This design comes from an exercise in tuning for small area, a short achievable clock period and few clock cycles on the open sky130 flow, not from production work. The RTL was checked by simulation tests, not by an equivalence proof against the original design.

quartz:
==> module cpu_core, before the edit <==
module cpu_core (
    input  logic                   clk,
    input  logic                   reset,
    input  logic                   start,
    input  logic                   load_en,
    input  arch_types_pkg::addr_t  load_addr,
    input  arch_types_pkg::instr_t load_data,
    output logic                   out_valid,
    output arch_types_pkg::data_t  out_data,
    output logic                   busy,
    output logic                   halted
);
    logic        running_q;
    logic        z_q, c_q;
    logic [5:0]  t_q, sx_q, s_q;
    logic        fold_q;
    logic        ct_jmp_q, ct_z_q, ct_c_q;
    logic [11:0] x_q;             
    logic        x_ldi_q, x_alu_q, x_out_q, x_hlt_q;
    logic [3:0]  x_ra_q, x_rb_q;   
    logic [13:0] x_ctl_q;          
    logic        x_fo_q, x_fo_fwd_q;
    logic [3:0]  x_fo_oh_q;
    logic [3:0]  x_fl_oh_q;
    logic [7:0]  x_fl_imm_q;
    logic        taken;
    logic [5:0]  f_addr, f_addr1, f_addr2;
    logic [15:0] w0;
    logic [3:0]  w1_op;
    logic [5:0]  w1_t;
    logic [7:0]  w1_imm;
    logic [1:0]  w1_d;
    assign taken  = ct_jmp_q | (ct_z_q & z_q) | (ct_c_q & c_q);
    assign f_addr = taken ? t_q : fold_q ? sx_q : s_q;
    prog_mem u_prog (
        .clk       (clk),
        .load_en   (load_en && !running_q),
        .load_addr (load_addr),
        .load_data (load_data),
        .rd_t      (t_q),
        .rd_x      (sx_q),
        .rd_s      (s_q),
        .rd_ct_jmp (ct_jmp_q),
        .rd_ct_z   (ct_z_q),
        .rd_ct_c   (ct_c_q),
        .rd_z      (z_q),
        .rd_c      (c_q),
        .rd_fold   (fold_q),
        .rd_word   (w0),
        .nx_op     (w1_op),
        .nx_d      (w1_d),
        .nx_imm    (w1_imm)
    );
    assign f_addr1 = f_addr + 6'd1;
    assign f_addr2 = f_addr + 6'd2;
    logic w0_ldi, w0_alu, w0_out, w0_jmp, w0_jz, w0_jc, w0_hlt, w0_j;
    logic w1_jmp, w1_jz, w1_jc, w1_out, w1_ldi, fold;
    assign w0_ldi = (w0[15:12] == 4'd1);
    assign w0_alu = (w0[15:12] == 4'd2);
    assign w0_out = (w0[15:12] == 4'd3);
    assign w0_jmp = (w0[15:12] == 4'd4);
    assign w0_jz  = (w0[15:12] == 4'd5);
    assign w0_jc  = (w0[15:12] == 4'd6);
    assign w0_hlt = (w0[15:12] == 4'd7);
    assign w0_j   = w0_jmp | w0_jz | w0_jc;
    assign w1_jmp = (w1_op == 4'd4);
    assign w1_jz  = (w1_op == 4'd5);
    assign w1_jc  = (w1_op == 4'd6);
    assign w1_out = (w1_op == 4'd3);
    assign w1_ldi = (w1_op == 4'd1);
    assign w1_t   = w1_imm[5:0];
    logic fold_jmp_ok, fold_jcc_ok, fold_out_ok, fold_ldi_ok;
    assign fold_jmp_ok = !w0_hlt & !w0_jmp;
    assign fold_jcc_ok = !w0_hlt & !w0_j & !w0_alu;
    assign fold_out_ok = !w0_hlt & !w0_j & !w0_out;
    assign fold_ldi_ok = !w0_hlt & !w0_j;
    assign fold = (w1_jmp & fold_jmp_ok) | ((w1_jz | w1_jc) & fold_jcc_ok) |
                  (w1_out & fold_out_ok) | (w1_ldi & fold_ldi_ok);
    logic [13:0] w0_ctl;
    alu_ctl u_alu_ctl (
        .op  (w0[3:0]),
        .ctl (w0_ctl)
    );
    always_ff @(posedge clk) begin
        x_q      <= w0[11:0];
        x_ctl_q  <= w0_ctl;
        x_fo_q     <= w1_out & fold_out_ok;
        x_fl_imm_q <= w1_imm;
        x_fo_fwd_q <= (w0_ldi | w0_alu) & (w0[11:10] == w1_d);
        for (int i = 0; i < 4; i++) begin
            x_fo_oh_q[i] <= (w1_d == 2'(i));
            x_fl_oh_q[i] <= w1_ldi & fold_ldi_ok & (w1_d == 2'(i));
            x_ra_q[i] <= (w0[11:10] == 2'(i));
            x_rb_q[i] <= (w0[9:8] == 2'(i));
        end
        x_ldi_q  <= w0_ldi;
        x_alu_q  <= w0_alu;
        x_out_q  <= w0_out;
        x_hlt_q  <= w0_hlt;
    end
    logic idle_next;
    assign idle_next = reset || (running_q ? x_hlt_q : !start);
    always_ff @(posedge clk) begin
        ct_jmp_q <= idle_next | w0_jmp | (w1_jmp & fold_jmp_ok & !w0_j);
        ct_z_q   <= w0_jz | (w1_jz & fold_jcc_ok);
        ct_c_q   <= w0_jc | (w1_jc & fold_jcc_ok);
        t_q      <= idle_next ? 6'd0 : w0_j ? w0[5:0] : w1_t;
    end
    always_ff @(posedge clk) begin
        sx_q   <= w0_j ? w1_t : f_addr2;
        s_q    <= f_addr1;
        fold_q <= fold;
    end
    logic [7:0] rd_a, rd_b, rd_o, alu_res, wr_data;
    logic       alu_c, alu_z, reg_we;
    assign reg_we  = running_q && (x_ldi_q || x_alu_q);
    assign wr_data = alu_res;
    reg_file u_regs (
        .clk       (clk),
        .reset     (reset),
        .rd_oh_a   (x_ra_q),
        .rd_oh_b   (x_rb_q),
        .rd_oh_c   (x_fo_oh_q),
        .wr_sel    (x_q[11:10]),
        .wr_en     (reg_we),
        .wr_data   (wr_data),
        .wr2_oh    (running_q ? x_fl_oh_q : 4'd0),
        .wr2_data  (x_fl_imm_q),
        .rd_data_a (rd_a),
        .rd_data_b (rd_b),
        .rd_data_c (rd_o)
    );
    alu u_alu (
        .a      (rd_a),
        .b      (rd_b),
        .c_in   (c_q),
        .ctl     (x_ctl_q),
        .sel_alu (x_alu_q && !reset),
        .sel_imm (x_ldi_q && !reset),
        .imm     (x_q[7:0]),
        .result (alu_res),
        .c_out  (alu_c),
        .zero   (alu_z)
    );
    always_ff @(posedge clk) begin
        if (reset) begin
            z_q <= 1'b1;
            c_q <= 1'b0;
        end else if (running_q && x_alu_q) begin
            z_q <= alu_z;
            c_q <= alu_c;
        end
    end
    logic run_d, halted_d;
    assign run_d    = !reset && (running_q ? !x_hlt_q : start);
    assign halted_d = !reset && (running_q ? x_hlt_q : (halted && !start));
    always_ff @(posedge clk) begin
        running_q <= run_d;
    end
    out_regs u_out (
        .clk         (clk),
        .busy_d      (run_d),
        .halted_d    (halted_d),
        .out_valid_d (!reset && running_q && (x_out_q || x_fo_q)),
        .out_data_d  (x_fo_q ? (x_fo_fwd_q ? wr_data : rd_o) : rd_a),
        .busy        (busy),
        .halted      (halted),
        .out_valid   (out_valid),
        .out_data    (out_data)
    );
endmodule
clock: 10.0 ns
lec_check: 0
cap_margin: 20
core_margin: 2
core_utilization: 40
place_density: 0.75
slew_margin: 20
synth_hierarchical: 1
tns_end_percent: 100
standard.sh (not shown) runs the stock make flow with config.mk's settings and CLKGATE_MAP_FILE= SYNTH_SCRIPT=/design/flow/synth_recipe.tcl, a recipe that flattens the netlist after the stock synthesis.
==> flow/flow/run.sh <==
#!/bin/bash
# Layout flow: the standard ORFS layout (standard.sh, standard synthesis
# unchanged) with these changes in how the layout is made:
#  - clock tree sinks are clustered into larger groups and no dummy loads
#    are inserted, for a smaller clock tree;
set -euo pipefail
cd "$(dirname "$0")/.."
bash standard.sh \
    SETUP_SLACK_MARGIN=6.3 \
    "BUFFER_PORTS_ARGS=-buffer_cell sky130_fd_sc_hd__buf_4" \
    "CTS_ARGS=-sink_clustering_enable -repair_clock_nets -sink_clustering_size 20 -sink_clustering_max_diameter 80 -dont_use_dummy_load" \
    finish > flow_make.log 2>&1
Testbench counts of quartz, summed over its fixed seeds: cycles 10,970.
### quartz -> garnet
--- a/flow/design.v
+++ b/flow/design.v
@@ -343,13 +343,19 @@
     logic        fold_q;
     logic        ct_jmp_q, ct_z_q, ct_c_q;
     logic [11:0] x_q;             
-    logic        x_ldi_q, x_alu_q, x_out_q, x_hlt_q;
+    logic        x_ldi_q, x_alu_q, x_out_q, x_hlt_q, x_jmp_q;
     logic [3:0]  x_ra_q, x_rb_q;   
     logic [13:0] x_ctl_q;          
     logic        x_fo_q, x_fo_fwd_q;
     logic [3:0]  x_fo_oh_q;
     logic [3:0]  x_fl_oh_q;
     logic [7:0]  x_fl_imm_q;
+    logic        sp_z_q, sp_c_q;
+    logic        ks_z_q, ks_c_q, bub_q;
+    logic [5:0]  kt_q;
+    logic        jc_v_q;
+    logic [5:0]  jc_a_q, jc_t_q;
+    logic        ld_q;
     logic        taken;
     logic [5:0]  f_addr, f_addr1, f_addr2;
     logic [15:0] w0;
@@ -402,7 +408,8 @@
     assign fold_out_ok = !w0_hlt & !w0_j & !w0_out;
     assign fold_ldi_ok = !w0_hlt & !w0_j;
     assign fold = (w1_jmp & fold_jmp_ok) | ((w1_jz | w1_jc) & fold_jcc_ok) |
-                  (w1_out & fold_out_ok) | (w1_ldi & fold_ldi_ok);
+                  (w1_out & fold_out_ok) | (w1_ldi & fold_ldi_ok) |
+                  ((w1_jz | w1_jc) & w0_alu);
     logic [13:0] w0_ctl;
     alu_ctl u_alu_ctl (
         .op  (w0[3:0]),
@@ -424,23 +431,47 @@
         x_alu_q  <= w0_alu;
         x_out_q  <= w0_out;
         x_hlt_q  <= w0_hlt;
+        x_jmp_q  <= w0_jmp;
+        sp_z_q   <= w1_jz & w0_alu;
+        sp_c_q   <= w1_jc & w0_alu;
     end
+    logic kill, ex_en;
+    assign kill  = (ks_z_q & z_q) | (ks_c_q & c_q);
+    assign ex_en = running_q & !bub_q & !kill;
     logic idle_next;
-    assign idle_next = reset || (running_q ? x_hlt_q : !start);
+    assign idle_next = reset || (running_q ? (x_hlt_q & ex_en) : !start);
     always_ff @(posedge clk) begin
-        ct_jmp_q <= idle_next | w0_jmp | (w1_jmp & fold_jmp_ok & !w0_j);
+        ks_z_q <= !reset & ex_en & sp_z_q;
+        ks_c_q <= !reset & ex_en & sp_c_q;
+        kt_q   <= t_q;
+        bub_q  <= !idle_next & kill;
+    end
+    always_ff @(posedge clk) begin
+        ct_jmp_q <= idle_next | kill | w0_jmp | (w1_jmp & fold_jmp_ok & !w0_j);
         ct_z_q   <= w0_jz | (w1_jz & fold_jcc_ok);
         ct_c_q   <= w0_jc | (w1_jc & fold_jcc_ok);
-        t_q      <= idle_next ? 6'd0 : w0_j ? w0[5:0] : w1_t;
+        t_q      <= idle_next ? 6'd0 : kill ? kt_q : w0_j ? w0[5:0] : w1_t;
     end
+    logic jc_hit;
+    assign jc_hit = jc_v_q & (f_addr2 == jc_a_q);
     always_ff @(posedge clk) begin
-        sx_q   <= w0_j ? w1_t : f_addr2;
+        sx_q   <= w0_j ? w1_t : jc_hit ? jc_t_q : f_addr2;
         s_q    <= f_addr1;
         fold_q <= fold;
     end
+    always_ff @(posedge clk) begin
+        ld_q <= load_en && !running_q;
+        if (reset || ld_q || (load_en && !running_q)) begin
+            jc_v_q <= 1'b0;
+        end else if (x_jmp_q) begin
+            jc_v_q <= 1'b1;
+            jc_a_q <= s_q - 6'd1;
+            jc_t_q <= x_q[5:0];
+        end
+    end
     logic [7:0] rd_a, rd_b, rd_o, alu_res, wr_data;
     logic       alu_c, alu_z, reg_we;
-    assign reg_we  = running_q && (x_ldi_q || x_alu_q);
+    assign reg_we  = ex_en && (x_ldi_q || x_alu_q);
     assign wr_data = alu_res;
     reg_file u_regs (
         .clk       (clk),
@@ -451,7 +482,7 @@
         .wr_sel    (x_q[11:10]),
         .wr_en     (reg_we),
         .wr_data   (wr_data),
-        .wr2_oh    (running_q ? x_fl_oh_q : 4'd0),
+        .wr2_oh    (ex_en ? x_fl_oh_q : 4'd0),
         .wr2_data  (x_fl_imm_q),
         .rd_data_a (rd_a),
         .rd_data_b (rd_b),
@@ -473,14 +504,14 @@
         if (reset) begin
             z_q <= 1'b1;
             c_q <= 1'b0;
-        end else if (running_q && x_alu_q) begin
+        end else if (ex_en && x_alu_q) begin
             z_q <= alu_z;
             c_q <= alu_c;
         end
     end
     logic run_d, halted_d;
-    assign run_d    = !reset && (running_q ? !x_hlt_q : start);
-    assign halted_d = !reset && (running_q ? x_hlt_q : (halted && !start));
+    assign run_d    = !reset && (running_q ? !(x_hlt_q & ex_en) : start);
+    assign halted_d = !reset && (running_q ? (x_hlt_q & ex_en) : (halted && !start));
     always_ff @(posedge clk) begin
         running_q <= run_d;
     end
@@ -488,7 +519,7 @@
         .clk         (clk),
         .busy_d      (run_d),
         .halted_d    (halted_d),
-        .out_valid_d (!reset && running_q && (x_out_q || x_fo_q)),
+        .out_valid_d (!reset && ex_en && (x_out_q || x_fo_q)),
         .out_data_d  (x_fo_q ? (x_fo_fwd_q ? wr_data : rd_o) : rd_a),
         .busy        (busy),
         .halted      (halted),
### Flow results
In garnet, the setup slack of the critical path after layout came out 0.064 ns above the value in quartz. Number of fill cells in the layout went up slightly going from quartz to garnet. [garnet vs quartz] sequential share of layout area: lower in garnet. Of garnet and quartz, it is garnet that has the lower mean cell area of the mapped netlist. On garnet: final design instance area without fill is about 2.6% higher than what quartz gave. When the final numbers for garnet and quartz were put side by side, the wire length turned out to be greater in quartz. Compared with quartz, garnet supports a higher clock frequency. Taking quartz as the reference point, the number of global-route vias before repair of garnet rises by 1746. Compared to quartz, garnet has extra flip-flops.
Testbench counts of garnet, summed over its fixed seeds: cycles 9,777.

========
Starting RTL as in the previous note.
==> module reg_file, before the edit <==
module reg_file (
    input  logic       clk,
    input  logic       reset,
    input  logic [3:0] rd_oh_a,
    input  logic [3:0] rd_oh_b,
    input  logic [3:0] rd_oh_c,
    input  logic [1:0] wr_sel,
    input  logic       wr_en,
    input  logic [7:0] wr_data,
    input  logic [3:0] wr2_oh,      
    input  logic [7:0] wr2_data,
    output logic [7:0] rd_data_a,
    output logic [7:0] rd_data_b,
    output logic [7:0] rd_data_c
);
    logic [7:0] regs [4];
    always_ff @(posedge clk) begin
        for (int i = 0; i < 4; i++) begin
            if (wr2_oh[i] && !reset)                      regs[i] <= wr2_data;
            else if (reset || (wr_en && wr_sel == 2'(i))) regs[i] <= wr_data;
        end
    end
    always_comb begin
        rd_data_a = '0;
        rd_data_b = '0;
        rd_data_c = '0;
        for (int i = 0; i < 4; i++) begin
            rd_data_c = rd_data_c | ({8{rd_oh_c[i]}} & regs[i]);
            rd_data_a = rd_data_a | ({8{rd_oh_a[i]}} & regs[i]);
            rd_data_b = rd_data_b | ({8{rd_oh_b[i]}} & regs[i]);
        end
    end
endmodule
==> module prog_mem, before the edit <==
module prog_mem (
    input  logic        clk,
    input  logic        load_en,
    input  logic [5:0]  load_addr,
    input  logic [15:0] load_data,
    input  logic [5:0]  rd_t,
    input  logic [5:0]  rd_x,
    input  logic [5:0]  rd_s,
    input  logic        rd_ct_jmp,  
    input  logic        rd_ct_z,    
    input  logic        rd_ct_c,
    input  logic        rd_z,
    input  logic        rd_c,
    input  logic        rd_fold,
    output logic [15:0] rd_word,
    output logic [3:0]  nx_op,
    output logic [1:0]  nx_d,
    output logic [7:0]  nx_imm
);
    logic [63:0][15:0] words;
    logic [63:0][15:0] rd_words;
    logic [63:0]       row, row_nx, row_t, row_n;
    logic              pend_q;
    logic [5:0]        pend_addr_q;
    logic [15:0]       pend_data_q;
    logic              byp0_q, byp1_q;
    always_ff @(posedge clk) begin
        pend_q      <= load_en;
        pend_addr_q <= load_addr;
        pend_data_q <= load_data;
        byp0_q      <= load_en && (load_addr == 6'd0);
        byp1_q      <= load_en && (load_addr == 6'd1);
    end
    always_ff @(posedge clk) begin
        for (int i = 0; i < 64; i++) begin
            if (pend_q && pend_addr_q == 6'(i)) words[i] <= pend_data_q;
        end
    end
    always_comb begin
        rd_words    = words;
        rd_words[0] = byp0_q ? pend_data_q : words[0];
        rd_words[1] = byp1_q ? pend_data_q : words[1];
    end
    prog_mem_dec u_dec (
        .t    (rd_t),
        .x    (rd_x),
        .s    (rd_s),
        .fold (rd_fold),
        .row_t (row_t),
        .row_n (row_n)
    );
    prog_mem_rsel u_rsel_nx (
        .ct_jmp (rd_ct_jmp),
        .ct_z   (rd_ct_z),
        .ct_c   (rd_ct_c),
        .z      (rd_z),
        .c      (rd_c),
        .row_t  ({row_t[62:0], row_t[63]}),
        .row_n  ({row_n[62:0], row_n[63]}),
        .row    (row_nx)
    );
    prog_mem_rsel u_rsel (
        .ct_jmp (rd_ct_jmp),
        .ct_z   (rd_ct_z),
        .ct_c   (rd_ct_c),
        .z      (rd_z),
        .c      (rd_c),
        .row_t (row_t),
        .row_n (row_n),
        .row   (row)
    );
    prog_mem_read u_read (
        .row       (row),
        .row_nx    (row_nx),
        .words     (rd_words),
        .rd_word   (rd_word),
        .nx_op     (nx_op),
        .nx_d      (nx_d),
        .nx_imm    (nx_imm)
    );
endmodule
==> module prog_mem_read, before the edit <==
module prog_mem_read (
    input  logic [63:0]       row,
    input  logic [63:0]       row_nx,
    input  logic [63:0][15:0] words,
    output logic [15:0]       rd_word,
    output logic [3:0]        nx_op,
    output logic [1:0]        nx_d,
    output logic [7:0]        nx_imm
);
    logic [7:0][29:0] part;
    for (genvar g = 0; g < 8; g++) begin : g_grp
        prog_mem_read8 u_grp (
            .row    (row[8*g +: 8]),
            .row_nx (row_nx[8*g +: 8]),
            .words  (words[8*g +: 8]),
            .part   (part[g])
        );
    end
    always_comb begin
        logic [29:0] acc;
        acc = '0;
        for (int g = 0; g < 8; g++) acc = acc | part[g];
        rd_word   = acc[15:0];
        nx_op     = acc[19:16];
        nx_imm    = acc[29:22];
        nx_d      = acc[21:20];
    end
endmodule
==> module prog_mem_read8, before the edit <==
module prog_mem_read8 (
    input  logic [7:0]       row,
    input  logic [7:0]       row_nx,
    input  logic [7:0][15:0] words,
    output logic [29:0]      part
);
    always_comb begin
        part = '0;
        for (int i = 0; i < 8; i++) begin
            part[15:0]  = part[15:0]  | ({16{row[i]}} & words[i]);
            part[19:16] = part[19:16] | ({4{row_nx[i]}} & words[i][15:12]);
            part[21:20] = part[21:20] | ({2{row_nx[i]}} & words[i][11:10]);
            part[29:22] = part[29:22] | ({8{row_nx[i]}} & words[i][7:0]);
        end
    end
endmodule
export LEC_CHECK = 0
export CAP_MARGIN = 20
export CORE_MARGIN = 2
export CORE_UTILIZATION = 40
export PLACE_DENSITY = 0.75
export SLEW_MARGIN = 20
export SYNTH_HIERARCHICAL = 1
export TNS_END_PERCENT = 5
create_clock -name core_clock -period 10.0 [get_ports {clk}]
==> flow/flow/run.sh <==
#!/bin/bash
# Layout flow: the standard ORFS layout (standard.sh, standard synthesis
# unchanged) with these changes in how the layout is made:
#  - clock tree sinks are clustered into larger groups and no dummy loads
#    are inserted, for a smaller clock tree;
set -euo pipefail
cd "$(dirname "$0")/.."
bash standard.sh \
    SETUP_SLACK_MARGIN=6.6 \
    "BUFFER_PORTS_ARGS=-buffer_cell sky130_fd_sc_hd__buf_4" \
    "CTS_ARGS=-sink_clustering_enable -repair_clock_nets -sink_clustering_size 20 -sink_clustering_max_diameter 80 -dont_use_dummy_load" \
    finish > flow_make.log 2>&1
Testbench counts at the start, summed over its fixed seeds: cycles 10,970.
Then changed:
--- a/flow/design.v
+++ b/flow/design.v
@@ -116,6 +116,4 @@
     input  logic       wr_en,
     input  logic [7:0] wr_data,
-    input  logic [3:0] wr2_oh,      
-    input  logic [7:0] wr2_data,
     output logic [7:0] rd_data_a,
     output logic [7:0] rd_data_b,
@@ -125,6 +123,5 @@
     always_ff @(posedge clk) begin
         for (int i = 0; i < 4; i++) begin
-            if (wr2_oh[i] && !reset)                      regs[i] <= wr2_data;
-            else if (reset || (wr_en && wr_sel == 2'(i))) regs[i] <= wr_data;
+            if (reset || (wr_en && wr_sel == 2'(i))) regs[i] <= wr_data;
         end
     end
@@ -158,5 +155,5 @@
     output logic [3:0]  nx_op,
     output logic [1:0]  nx_d,
-    output logic [7:0]  nx_imm
+    output logic [5:0]  nx_target
 );
     logic [63:0][15:0] words;
@@ -219,5 +216,5 @@
         .nx_op     (nx_op),
         .nx_d      (nx_d),
-        .nx_imm    (nx_imm)
+        .nx_target (nx_target)
     );
 endmodule
@@ -288,7 +285,7 @@
     output logic [3:0]        nx_op,
     output logic [1:0]        nx_d,
-    output logic [7:0]        nx_imm
+    output logic [5:0]        nx_target
 );
-    logic [7:0][29:0] part;
+    logic [7:0][27:0] part;
     for (genvar g = 0; g < 8; g++) begin : g_grp
         prog_mem_read8 u_grp (
@@ -300,11 +297,11 @@
     end
     always_comb begin
-        logic [29:0] acc;
+        logic [27:0] acc;
         acc = '0;
         for (int g = 0; g < 8; g++) acc = acc | part[g];
         rd_word   = acc[15:0];
         nx_op     = acc[19:16];
-        nx_imm    = acc[29:22];
-        nx_d      = acc[21:20];
+        nx_target = acc[25:20];
+        nx_d      = acc[27:26];
     end
 endmodule
@@ -313,5 +310,5 @@
     input  logic [7:0]       row_nx,
     input  logic [7:0][15:0] words,
-    output logic [29:0]      part
+    output logic [27:0]      part
 );
     always_comb begin
@@ -320,6 +317,6 @@
             part[15:0]  = part[15:0]  | ({16{row[i]}} & words[i]);
             part[19:16] = part[19:16] | ({4{row_nx[i]}} & words[i][15:12]);
-            part[21:20] = part[21:20] | ({2{row_nx[i]}} & words[i][11:10]);
-            part[29:22] = part[29:22] | ({8{row_nx[i]}} & words[i][7:0]);
+            part[25:20] = part[25:20] | ({6{row_nx[i]}} & words[i][5:0]);
+            part[27:26] = part[27:26] | ({2{row_nx[i]}} & words[i][11:10]);
         end
     end
@@ -349,6 +346,4 @@
     logic        x_fo_q, x_fo_fwd_q;
     logic [3:0]  x_fo_oh_q;
-    logic [3:0]  x_fl_oh_q;
-    logic [7:0]  x_fl_imm_q;
     logic        taken;
     logic [5:0]  f_addr, f_addr1, f_addr2;
@@ -356,5 +351,4 @@
     logic [3:0]  w1_op;
     logic [5:0]  w1_t;
-    logic [7:0]  w1_imm;
     logic [1:0]  w1_d;
     assign taken  = ct_jmp_q | (ct_z_q & z_q) | (ct_c_q & c_q);
@@ -377,10 +371,10 @@
         .nx_op     (w1_op),
         .nx_d      (w1_d),
-        .nx_imm    (w1_imm)
+        .nx_target (w1_t)
     );
     assign f_addr1 = f_addr + 6'd1;
     assign f_addr2 = f_addr + 6'd2;
     logic w0_ldi, w0_alu, w0_out, w0_jmp, w0_jz, w0_jc, w0_hlt, w0_j;
-    logic w1_jmp, w1_jz, w1_jc, w1_out, w1_ldi, fold;
+    logic w1_jmp, w1_jz, w1_jc, w1_out, fold;
     assign w0_ldi = (w0[15:12] == 4'd1);
     assign w0_alu = (w0[15:12] == 4'd2);
@@ -395,13 +389,10 @@
     assign w1_jc  = (w1_op == 4'd6);
     assign w1_out = (w1_op == 4'd3);
-    assign w1_ldi = (w1_op == 4'd1);
-    assign w1_t   = w1_imm[5:0];
-    logic fold_jmp_ok, fold_jcc_ok, fold_out_ok, fold_ldi_ok;
+    logic fold_jmp_ok, fold_jcc_ok, fold_out_ok;
     assign fold_jmp_ok = !w0_hlt & !w0_jmp;
     assign fold_jcc_ok = !w0_hlt & !w0_j & !w0_alu;
     assign fold_out_ok = !w0_hlt & !w0_j & !w0_out;
-    assign fold_ldi_ok = !w0_hlt & !w0_j;
     assign fold = (w1_jmp & fold_jmp_ok) | ((w1_jz | w1_jc) & fold_jcc_ok) |
-                  (w1_out & fold_out_ok) | (w1_ldi & fold_ldi_ok);
+                  (w1_out & fold_out_ok);
     logic [13:0] w0_ctl;
     alu_ctl u_alu_ctl (
@@ -413,9 +404,7 @@
         x_ctl_q  <= w0_ctl;
         x_fo_q     <= w1_out & fold_out_ok;
-        x_fl_imm_q <= w1_imm;
         x_fo_fwd_q <= (w0_ldi | w0_alu) & (w0[11:10] == w1_d);
         for (int i = 0; i < 4; i++) begin
             x_fo_oh_q[i] <= (w1_d == 2'(i));
-            x_fl_oh_q[i] <= w1_ldi & fold_ldi_ok & (w1_d == 2'(i));
             x_ra_q[i] <= (w0[11:10] == 2'(i));
             x_rb_q[i] <= (w0[9:8] == 2'(i));
@@ -452,6 +441,4 @@
         .wr_en     (reg_we),
         .wr_data   (wr_data),
-        .wr2_oh    (running_q ? x_fl_oh_q : 4'd0),
-        .wr2_data  (x_fl_imm_q),
         .rd_data_a (rd_a),
         .rd_data_b (rd_b),
Wire length decreases by 6.2%.
Count of clock-buffer cells in the layout stays the same.
First-iteration DRC count shrinks by 6.6%.
Worst hold slack barely changes.
Clock skew goes up by 0.020 ns.
Core utilization went down by 0.23 points.
Die area falls by 2.7%.
Cell area is lower by 3.4%.
Final cell count came out lower by 4.7%.
Fmax increases by 2.5%.
Non-clock buffer count drops by 17.
Setup slack improves by 0.093 ns.
Testbench counts after the change, summed over its fixed seeds: cycles 11,578.

-- what the ideal ports hide --
The results above use ideal ports. As a check the final layouts listed here were re-extracted and re-timed, cells and wires unchanged.
Step 1 (the two cells are an assumption about what drives the block):
set clk [get_ports {clk}]
set_driving_cell -lib_cell sky130_fd_sc_hd__clkbuf_16 $clk
set_driving_cell -lib_cell sky130_fd_sc_hd__buf_2 [delete_from_list [all_inputs] $clk]
Step 2 adds t to the input delays and takes it off the output delays; t is the mean of the earliest and latest rising clock arrival at the registers after step 1. Input paths then give back, and output paths get back, about the clock's delay inside the block.
Three values: ideal, step 1, step 2; two values: the first two.
| run | shift t [ns] | slack for setup (ns) | worst hold slack (ns) | worst register clock-pin slew, ns |
|---|---|---|---|---|
| quartz | 0.717 | 6.117 / 6.117 / 5.822 | 0.537 / 0.537 / 0.537 | 0.09 / 0.09 |
| garnet | 0.766 | 6.181 / 6.181 / 5.744 | 0.429 / 0.429 / 0.429 | 0.09 / 0.09 |
| the first run of note 2 | 0.725 | 6.243 / 6.243 / 6.007 | 0.535 / 0.535 / 0.535 | 0.09 / 0.09 |
| the second run of note 2 | 0.715 | 6.336 / 6.336 / 6.110 | 0.534 / 0.534 / 0.534 | 0.08 / 0.08 |
After both steps every run listed still meets setup and hold. The setup slack of garnet, which loses most, moves by 0.000 ns with the drivers and by -0.437 ns with both steps.
